Context: an optimization exercise on an open-source flow, tuned for small area, a short achievable clock period and few clock cycles per item. The choices shown serve that exercise and are no tape-out recipe.
Where RTL was checked, it was by simulation tests only, not by an equivalence proof against the original.
No functional check of the RTL was part of run 1.
No activity file was given, so power comes from the tool's default toggle rates.

**design/flow/design.v**
```verilog
`default_nettype none
package skf_pkg;
    localparam int SAMPLE_W = 16;
    localparam int EST_W    = 16;
    localparam int GAIN_W   = 31;
    localparam int CFG_IDX_W = 1;
    localparam int CFG_DAT_W = 32;
    localparam logic [CFG_IDX_W-1:0] REG_MEAS_NOISE = 1'd0;
    localparam logic [CFG_IDX_W-1:0] REG_PROC_NOISE = 1'd1;
    localparam logic [31:0] MEAS_NOISE_RST = 32'd214748365;
    localparam logic [31:0] PROC_NOISE_RST = 32'd536871;
    localparam logic [31:0] COV_RST        = 32'd1073741824;
    localparam logic [4:0] DIV_LAST = 5'd29;
endpackage
`default_nettype wire
`default_nettype none
import skf_pkg::*;
module scalar_kalman_filter
(
    input  wire                       i_clk,
    input  wire                       i_rst_n,
    input  wire                       i_cfg_valid,
    output logic                      o_cfg_ready,
    input  wire       [CFG_IDX_W-1:0] i_cfg_index,
    input  wire       [CFG_DAT_W-1:0] i_cfg_data,
    input  wire                       i_in_valid,
    output logic                      o_in_ready,
    input  wire signed [SAMPLE_W-1:0] i_in_sample,
    output logic                      o_out_valid,
    input  wire                       i_out_ready,
    output logic signed [EST_W-1:0]   o_out_estimate,
    output logic       [GAIN_W-1:0]   o_out_gain
);
    logic        r_idle;      
    logic        r_fin;       
    logic        r_s1;        
    logic        r_div;       
    logic        r_last;      
    logic        r_first;     
    logic [4:0]  r_cnt;
    logic        r_k30;       
    logic        r_fresh;     
    logic        r_in_ready;
    logic        r_out_valid;
    logic [31:0] r_meas_noise;
    logic [31:0] r_proc_noise;
    logic [32:0] r_rem;       
    logic [32:0] r_den;       
    logic [30:0] r_q;         
    logic [61:0] r_t;         
    logic [61:0] r_x;         
    logic [32:0] r_diff;      
    logic signed [EST_W-1:0] r_est;
    logic in_fire;
    assign in_fire = i_in_valid && r_in_ready;
    assign o_in_ready     = r_in_ready;
    assign o_cfg_ready    = 1'b1;
    assign o_out_valid    = r_out_valid;
    assign o_out_estimate = r_est;
    assign o_out_gain     = r_q;
    logic [31:0] p_cur;
    logic [31:0] x_cur;
    assign p_cur = r_fresh ? COV_RST : r_t[61:30];
    assign x_cur = r_fresh ? 32'd0 : r_x[61:30];
    logic [32:0] pred_sum;
    logic [31:0] pp;
    assign pred_sum = {1'b0, p_cur} + {1'b0, r_proc_noise};
    assign pp       = pred_sum[32] ? 32'hFFFF_FFFF : pred_sum[31:0];
    logic        r_zero;
    logic        pp_zero;
    logic        den_zero;
    logic        k30;
    logic [32:0] den_sum;
    assign r_zero   = (r_meas_noise == 32'd0);
    assign pp_zero  = (r_rem[31:0] == 32'd0);
    assign den_zero = r_zero && pp_zero;
    assign k30      = r_zero && !pp_zero;
    assign den_sum  = {1'b0, r_rem[31:0]} + {1'b0, r_meas_noise};
    logic [34:0] div_tmp;
    logic        div_bit;
    assign div_tmp = {1'b0, r_rem, 1'b0} - {2'b00, r_den};
    assign div_bit = !div_tmp[34];
    logic        acc_on;
    logic        acc_rnd;
    logic [61:0] t_next;
    logic [61:0] x_next;
    assign acc_on  = (r_div && !r_first) || r_last;
    assign acc_rnd = r_div && (r_cnt == DIV_LAST - 5'd1);
    assign t_next  = {r_t[60:0], 1'b0} + (r_q[0] ? {30'd0, r_meas_noise} : 62'd0)
                   + (r_last ? {29'd0, r_rem} : {61'd0, acc_rnd});
    assign x_next  = {r_x[60:0], 1'b0} + (r_q[0] ? {{29{r_diff[32]}}, r_diff} : 62'd0)
                   + {61'd0, acc_rnd};
    logic [31:0] x_new;
    logic [15:0] est_new;
    assign x_new   = r_x[61:30];
    assign est_new = (x_new[31:16] == 16'h7FFF) ? 16'h7FFF : x_new[31:16] + {15'd0, x_new[15]};
    logic stall;
    assign stall = r_first && r_out_valid;
    always_ff @(posedge i_clk) begin
        if (!i_rst_n) begin
            r_idle       <= 1'b1;
            r_fin        <= 1'b0;
            r_s1         <= 1'b0;
            r_div        <= 1'b0;
            r_last       <= 1'b0;
            r_first      <= 1'b0;
            r_fresh      <= 1'b1;
            r_in_ready   <= 1'b1;
            r_out_valid  <= 1'b0;
            r_meas_noise <= MEAS_NOISE_RST;
            r_proc_noise <= PROC_NOISE_RST;
        end else begin
            if (i_cfg_valid) begin
                if (i_cfg_index == REG_MEAS_NOISE) begin
                    r_meas_noise <= i_cfg_data;
                end else begin
                    r_proc_noise <= i_cfg_data;
                end
            end
            if (r_fin) begin
                r_out_valid <= 1'b1;
            end else if (i_out_ready) begin
                r_out_valid <= 1'b0;
            end
            r_fin  <= r_last;
            r_last <= r_div && !stall && (r_cnt == 5'd0);
            if (r_idle || r_fin) begin
                r_idle     <= !in_fire;
                r_s1       <= in_fire;
                r_in_ready <= !in_fire;
            end else begin
                r_idle <= 1'b0;
                r_s1   <= 1'b0;
                r_in_ready <= r_last;
            end
            if (r_s1) begin
                r_div   <= 1'b1;
                r_first <= 1'b1;
                r_fresh <= 1'b0;
            end else if (r_div && !stall) begin
                r_first <= 1'b0;
                if (r_cnt == 5'd0) begin
                    r_div <= 1'b0;
                end
            end
        end
    end
    always_ff @(posedge i_clk) begin
        if ((r_idle || r_fin) && in_fire) begin
            r_rem  <= {1'b0, pp};
            r_diff <= {i_in_sample[15], i_in_sample, 16'h0000};
        end
        if (r_fin) begin
            r_est <= est_new;
        end
        if (r_s1) begin
            r_cnt  <= DIV_LAST;
            r_k30  <= k30;
            r_den  <= {den_sum[32:1], den_sum[0] | den_zero};
            r_rem  <= k30 ? 33'd0 : r_rem;
            r_diff <= r_diff - {x_cur[31], x_cur};
            r_t    <= 62'd0;
            r_x    <= k30 ? {{29{r_diff[32]}}, r_diff} : {{30{x_cur[31]}}, x_cur};
        end
        if (r_div && !stall) begin
            r_cnt <= r_cnt - 5'd1;
            r_rem <= div_bit ? div_tmp[32:0] : {r_rem[31:0], 1'b0};
            r_q   <= {(r_cnt == 5'd0) ? r_k30 : r_q[29], r_q[28:0], div_bit};
        end
        if (acc_on) begin
            r_t <= t_next;
            r_x <= x_next;
        end
    end
endmodule
`default_nettype wire
```
**design/flow/run.sh**
```bash
#!/bin/bash
# synth_recipe.tcl (not shown) runs the flow's synth.tcl, then flattens the netlist and writes it again
# the make line also repeats each setting of config.mk as NAME=value (left out here)
make -C /OpenROAD-flow-scripts/flow DESIGN_CONFIG=/design/flow/config.mk WORK_HOME=/design/flow/orfs CLKGATE_MAP_FILE= SYNTH_SCRIPT=/design/flow/synth_recipe.tcl finish
```
**design/flow/config.mk**
```make
export PLATFORM = sky130hd
export DESIGN_NAME = scalar_kalman_filter
export DESIGN_NICKNAME = scalar_kalman_filter
export VERILOG_FILES = /design/flow/design.v
export SDC_FILE = /design/flow/constraint.sdc
export NUM_CORES = 4
export LEC_CHECK = 0
export CAP_MARGIN = 20
export CORE_MARGIN = 2
export CORE_UTILIZATION = 40
export SLEW_MARGIN = 20
```
**design/flow/constraint.sdc**
```tcl
create_clock -name core_clock -period 12.0 [get_ports {i_clk}]
set_input_delay 2.4000 -clock core_clock [delete_from_list [all_inputs] [get_ports {i_clk}]]
set_output_delay 2.4000 -clock core_clock [all_outputs]
set_load 0.01 [all_outputs]
```
==> run notes, run 1 <==
Detailed-route DRC error count: 0
Delay of the slowest critical-path stage: 810 ps
Number of H-tree levels: 2
RR Startpoint: r_q[0]
Startpoint Class: flop
Final Hold Vio Count: 0
Worst hold endpoint: r_q[17]
Seq/Total Area, Yosys: 35.25%
Clock Path Buffers: 3
Clock slew at reported path FFs: 60 ps
Synthesis-stage register bit count: 349
PortBufs: 102
Cts hold-fix bufs: 0
Routed wire length: 80490 um
Critical Path AT: 5920 ps
Final net count: 3517
Detail Route Antenna Nets: 0
Vias/cell: 5.578
Vias in the first global route: 22.33k
HP Class: flop to flop
Req. time, crit path: 12310 ps
Max Cap Viol: 0
Starting density of the core: 40.33%
Fillers: 6775
Post-synth top flop: edfxtp_1
Total GRT Usage: 22.40%
Status: finished clean
Maximum vdd drop: 0.0001090 V
Commonest non-fill, non-tap cell in the layout: nand2_1
DP Wirelength: 60070 um
Cell Pwr Density: 133.4 nW/um^2
DRT iter0 DRCs: 1659
Most frequent cells in the layout: 416 x nand2_1, 286 x a21oi_1, 276 x edfxtp_1, 232 x o21ai_0, 228 x ha_1
Syn_area_per_cell: 8.745 um^2
Achievable frequency: 178.1 MHz
# clock sinks: 349
Netlist Area Pre-Place: 27660 um^2
First-pass GRT wire length: 126100 um
Worst-Skew Late Latency: 590 ps
Layout cells sized above 1: 4.551%
Gate count of the mapped netlist: 3163
Via count: 23.21k
# rows: 96
RSZ-0062 raised after global routing: false
Most area-consuming cells after synthesis: edfxtp_1 30%, ha_1 10%, nand2_1 5.6%
Hold Crit Start: r_q[16]
Antenna fix cells: 0
Die Height: 267.0 um
Cells after DPL: 4084
Layout Cells excl Fill: 4161
Die ar.: 71270 um^2
Placed cell area: 29560 um^2
Layout Skew: 39.65 ps
Worst-Margin Slew: 1051 ps
Max_slew headroom: 29.93%
R2R Setup Slk: 6380 ps
Synth area leader: edfxtp_1
Layout area overhead: 11.84%
Maximum number of pins on one net before global-route repair: 80
I/O pin count: 104
Syn_nets: 3482
Final worst-path cycle share: 46.79%
Number of synthesized flops with an enable pin: 276
Setup repair bufs after CTS: 0
Setup violators final: 0
Kind of critical path: flop to flop
Area of the core: 68590 um^2
Cts repair resizes: 0
Endpoint class of the critical path: flop
Pleak: 12.92 nW
Pre-Repair DR Iteration Count: 6
Synth warn: 1
Worst Reg-to-Reg Cells: 15
Tmin final: 5615 ps
Slowest cell on crit path: edfxtp_1
CTS Buf Count: 43
Drt wl/cell: 19.34 um
Top-area cell type share of the netlist area: 29.96%
Final Max Tran Viols: 0
Cell Chain, Critical Path: buf_4 > nand2_1 > fa_1 > inv_1 > ha_1 > fa_1 > a211o_1 > a211oi_2 > o221ai_2 > a2111oi_1 > o21ai_2 > a31oi_2 > o21a_2 > o21ai_2 > a41o_1
Grt total ovfl: 0
Yosys cell types: 88
Setup Total Neg Slack: 0 ps
Die width: 267.0 um
Initial antenna violation count: 0
Asr flop ratio synth: 0%
Worst-path maximum fanout: 44
Fin area: 30940 um^2
TritonCTS clock tree: yes
Hold Path Depth: 0
Pwr Total: 4.127 mW
Reg-to-reg endpoint: r_t[49]
Clock root buffer: clkbuf_16
Gpl congestion: 0.9078
[state kept, by name, summed over array words and instances, names as in the netlist]
| register | flops |
|---|---|
| r_fresh | 1 |
| r_diff | 33 |
| r_last | 1 |
| r_rem | 33 |
| r_first | 1 |
| r_div | 1 |
| r_den | 33 |
| r_fin | 1 |
| r_cnt | 5 |
| r_k30 | 1 |
| r_meas_noise | 32 |
| r_proc_noise | 32 |
| r_in_ready | 1 |
| r_idle | 1 |
| r_est | 16 |
| r_q | 31 |
| r_out_valid | 1 |
| r_s1 | 1 |
| r_x | 62 |
| r_t | 62 |
[cell usage after synthesis, types with 34 or more instances]
| cell type | number |
|---|---|
| a21o_1 | 138 |
| a21oi_1 | 288 |
| and2_1 | 86 |
| and3_1 | 36 |
| clkbuf_1 | 116 |
| dfxtp_1 | 73 |
| edfxtp_1 | 276 |
| fa_1 | 37 |
| ha_1 | 228 |
| inv_1 | 180 |
| nand2_1 | 416 |
| nand2b_1 | 35 |
| nand3_1 | 79 |
| nand4_1 | 38 |
| nor2_1 | 179 |
| nor2b_1 | 57 |
| o211ai_1 | 38 |
| o21a_1 | 34 |
| o21ai_0 | 233 |
| xnor2_1 | 134 |
| xor2_1 | 70 |
[critical path: cells and delay by family, from the launching register on]
family          cells  cell delay [ps]
buf+inv             2              570
fa+ha+maj           3             1160
compound gates      9             2680
flops               1              810
simple gates        1              140
[final cells by class]
cell class                      instances  area, um^2  area share [%]
Clock buffer                           54        1147           3.709
Clock inverter                         23       220.2          0.7118
Inverter                              183       686.9           2.220
Multi-Input combinational cell       2497       16780           54.23
Sequential cell                       349        9753           31.53
Tap cell                              931        1165           3.765
Timing Repair Buffer                  124        1186           3.834
[how the worst max path moves through the flow]
| stage | from | endpoint | slack, ps | cells after the start |
|---|---|---|---|---|
| floorplan | r_s1 | r_t[0] | 6800 | 3 |
| global placement | r_q[0] | r_t[37] | 6380 | 16 |
| detailed placement | r_q[0] | r_t[41] | 6320 | 15 |
| CTS | r_q[0] | r_t[49] | 6290 | 15 |
| global route | r_q[0] | r_t[53] | 6010 | 16 |
| finish | r_q[0] | r_t[49] | 6380 | 15 |
[layer usage]
layer,GRT usage [%],share of wire (%),vias up
li1,-,-,11500
met1,29.02,44,11000
met2,38.20,48,562
met3,2.325,3.9,153
met4,9.049,4.3,0
met5,0,0,-
[cell families (layout without fill, tap and decap cells)]
logic type | count (synthesis) | in the layout | synth area share [%]
buf+inv | 317 | 384 | 4.369
compound gates | 946 | 946 | 21.58
mux | 34 | 34 | 1.285
xor+xnor | 204 | 204 | 6.459
other cells | 1 | 1 | 0.01356
fa+ha+maj | 265 | 265 | 12.99
simple gates | 1047 | 1047 | 18.06
flops | 349 | 349 | 35.25
[metrics by stage]
stage	util, %	hold slack (ps)	setup WS, ps
3_3_place_gp	43.10	430.0	6379
2_1_floorplan	-	440.6	6805
3_5_place_dp	43.10	432.0	6322
4_1_cts	45.09	445.2	6294
5_1_grt	45.11	451.9	6011
6_report	45.11	444.4	6385
[power by group]
group          total (mW)  leakage (nW)  internal [mW]  switching, mW
sequential           1.57          3.23           1.45          0.121
clock                1.31         0.676          0.763          0.548
combinational        1.25          9.02          0.516          0.734
==> run 2, diff against run 1 <==
--- a/design/flow/design.v
+++ b/design/flow/design.v
@@ -59,7 +59,9 @@
     assign o_out_estimate = r_est;
     assign o_out_gain     = r_q;
+    logic [61:0] u_sum;
     logic [31:0] p_cur;
     logic [31:0] x_cur;
-    assign p_cur = r_fresh ? COV_RST : r_t[61:30];
+    assign u_sum = r_t + {29'd0, r_rem};
+    assign p_cur = r_fresh ? COV_RST : u_sum[61:30];
     assign x_cur = r_fresh ? 32'd0 : r_x[61:30];
     logic [32:0] pred_sum;
@@ -88,5 +90,5 @@
     assign acc_rnd = r_div && (r_cnt == DIV_LAST - 5'd1);
     assign t_next  = {r_t[60:0], 1'b0} + (r_q[0] ? {30'd0, r_meas_noise} : 62'd0)
-                   + (r_last ? {29'd0, r_rem} : {61'd0, acc_rnd});
+                   + {61'd0, acc_rnd};
     assign x_next  = {r_x[60:0], 1'b0} + (r_q[0] ? {{29{r_diff[32]}}, r_diff} : 62'd0)
                    + {61'd0, acc_rnd};
==> run 2 against run 1 <==
Against the previous run: still clean; register-to-register slack lost 1100 ps; sequential share of layout area about the same; core utilization hardly changed; fmax decreased by 17%; count of clock-buffer cells in the layout is 2 lower; non-clock buffer count unchanged; global-route usage rose by 0.79 points; clock power decreased by 3%; highest routed layer is now met5.
==> run notes, run 2 <==
Synth warn: 1
Vias in the first global route: 22.72k
Cell Chain, Critical Path: ha_1 > a31oi_1 > nor2b_1 > o2111ai_1 > a31oi_1 > nor4_1 > or3_1 > a21oi_1 > or2_2 > nand3_1 > xor2_1 > nor2_1 > ha_1 > a21o_1 > a21o_1 > a21o_1 > nor4_1 > nand3_1 > a31oi_1 > o21ai_1 > a21oi_2 > a21oi_1 > a31oi_1 > o31ai_1
Setup repair bufs after CTS: 0
Vias/cell: 5.650
Startpoint Class: flop
Gate count of the mapped netlist: 3191
DRT iter0 DRCs: 1846
I/O pin count: 104
Most instantiated cells after synthesis: 319 x nand2_1, 299 x a21oi_1, 281 x nor2_1
Largest regs: r_t: 62 flops, r_x: 62 flops
Clock slew at reported path FFs: 60 ps
Total GRT Usage: 23.20%
Initial antenna violation count: 2
Final Max Tran Viols: 0
Endpoint class of the critical path: flop
Setup Total Neg Slack: 0 ps
Cts repair resizes: 0
Grt total ovfl: 0
# clock sinks: 349
Detail Route Antenna Nets: 0
Worst-Margin Slew: 1216 ps
Layout cells sized above 1: 4.399%
Final worst-path cycle share: 56.26%
Die width: 267.5 um
Fin area: 30970 um^2
Synthesis-stage register bit count: 349
Die Height: 267.5 um
# rows: 96
Placed cell area: 29620 um^2
Final net count: 3534
Worst-Skew Late Latency: 600 ps
Gpl congestion: 0.9364
Max_slew headroom: 18.60%
Detailed-route DRC error count: 0
Via count: 23.63k
Number of H-tree levels: 2
Crit path top cell by count: a31oi_1
Commonest non-fill, non-tap cell in the layout: nand2_1
Tmin final: 6751 ps
Slowest cell on crit path: a21oi_2
Synth area leader: edfxtp_1
Yosys cell types: 84
Most frequent cell after synthesis: nand2_1
Cell Pwr Density: 134.5 nW/um^2
Most frequent cells in the layout: 317 x nand2_1, 297 x a21oi_1, 281 x nor2_1, 276 x edfxtp_1, 257 x ha_1
Cts hold-fix bufs: 0
Status: finished clean
Starting density of the core: 40.41%
Kind of critical path: flop to flop
Syn_area_per_cell: 8.701 um^2
HP Class: flop to flop
Post-synth top flop: edfxtp_1
Maximum vdd drop: 0.00009324 V
Layout Skew: 39.41 ps
Worst-path maximum fanout: 25
CTS Buf Count: 43
Maximum number of pins on one net before global-route repair: 85
Final Hold Vio Count: 0
Asr flop ratio synth: 0%
Delay of the slowest critical-path stage: 750 ps
Top-area cell type share of the netlist area: 29.85%
DP Wirelength: 62710 um
Most area-consuming cells after synthesis: edfxtp_1 30%, ha_1 12%, a21oi_1 5.4%
Area of the core: 68710 um^2
PortBufs: 102
Routed wire length: 84100 um
Netlist Area Pre-Place: 27760 um^2
Antenna fix cells: 0
Die ar.: 71530 um^2
Achievable frequency: 148.1 MHz
TritonCTS clock tree: yes
Pre-Repair DR Iteration Count: 6
Seq/Total Area, Yosys: 35.11%
Pleak: 12.56 nW
Syn_nets: 3508
Critical Path AT: 7080 ps
Req. time, crit path: 12330 ps
Layout area overhead: 11.56%
Max Cap Viol: 0
Clock Path Buffers: 3
First-pass GRT wire length: 130600 um
Clock root buffer: clkbuf_16
Number of synthesized flops with an enable pin: 276
Setup violators final: 0
RSZ-0062 raised after global routing: false
Drt wl/cell: 20.11 um
==> run 2: cell count changes in the layout (fill, tap and decap cells not counted), moves of 19 or more <==
cell / before / now
nand2_1: 416 / 317
nand4_1: 38 / 61
nor2b_1: 56 / 37
nor2_1: 179 / 281
ha_1: 228 / 257
nand2b_1: 32 / 73
fa_1: 37 / 6
xor2_1: 70 / 103
inv_1: 179 / 108
==> run 2: area by class of cell <==
| cell class | instances | area [um^2] |
|---|---|---|
| fillers | 6868 | 37730 |
| multi-input cells | 2589 | 17100 |
| flip-flops and latches | 349 | 9754 |
| repair buffers | 124 | 1197 |
| well taps | 931 | 1165 |
| clock buffers | 52 | 1162 |
| inverters | 110 | 412.9 |
| clock inverters | 27 | 182.7 |
==> run 2: metal layers <==
metal	vias up	track usage (%)	routed length, um
met3	142	2.979	3910
li1	11710	-	-
met1	11220	31.22	38220
met2	562	38.23	38960
met5	-	0	10
met4	2	8.199	3003
==> run 2: worst paths after layout <==
| kind | start | endpoint | slack (ps) | cells past startpoint |
|---|---|---|---|---|
| hold / removal | r_q[11] | r_q[12] | 440 | 0 |
| setup / recovery | r_rem[1] | r_rem[19] | 5250 | 24 |
| hold reg to reg | r_q[11] | r_q[12] | 440 | 0 |
| setup reg to reg | r_rem[1] | r_rem[19] | 5250 | 24 |
==> run 2: where the power goes <==
group	leakage (nW)	internal, mW	switching [mW]
combinational	8.67	0.540	0.792
sequential	3.22	1.45	0.111
clock	0.668	0.714	0.560
==> run 2: cell families after synthesis <==
kind of cell | count (synthesis) | synth area share [%]
and+or+nand+nor | 1106 | 19.12
AOI/OAI and AO/OA | 954 | 21.70
DFF | 349 | 35.11
adders and majority gates | 263 | 12.01
buffers and inverters | 253 | 3.493
xor gates and xnor gates | 239 | 7.539
muxes | 26 | 1.005
other | 1 | 0.01351
==> run 2: worst max-delay path: cells and delay by family (launching register included) <==
family	cells	cell delay, ps
xor+xnor	1	190
simple gates	8	2090
compound gates	13	2980
fa+ha+maj	2	730
flops	1	500
==> run 2: stage by stage <==
| step | std cells | util, % | setup WS, ps | hold WS (ps) | total power, mW |
|---|---|---|---|---|---|
| floorplan | 3191 | - | 6564 | 440.6 | 2.536 |
| global placement | 4102 | 43.09 | 5664 | 429.3 | 2.893 |
| detailed placement | 4103 | 43.12 | 5459 | 432.8 | 2.893 |
| CTS | 4182 | 45.07 | 5419 | 439.7 | 4.188 |
| global route | 4182 | 45.08 | 4992 | 460.1 | 4.396 |
| finish | 4182 | 45.08 | 5249 | 442.0 | 4.165 |
Testbench counts of run 2, summed over its fixed seeds: cycles 67,648, items 2,048.

-- re-timing with driven ports --
The results above use ideal ports. As a check the final layouts listed here were re-extracted and re-timed, cells and wires unchanged. Step 1 assumes that a clkbuf_16 drives the clock port and a buf_2 every other input. Step 2, shift: input delay + t, output delay - t, t = (earliest + latest rising clock arrival at the registers) / 2. This alone moves slack from input paths to output paths. Slacks: ideal ports / drivers / drivers and shift; pairs: ideal ports / drivers.
| run | t, ns | slack for setup (ns) | cell pins on the clock port's net |
|---|---|---|---|
| run 1 | 0.632 | 6.385 / 6.385 / 6.385 | 1 |
| run 2 | 0.647 | 5.249 / 5.249 / 5.249 | 1 |
After both steps setup and hold are still met in every run listed.
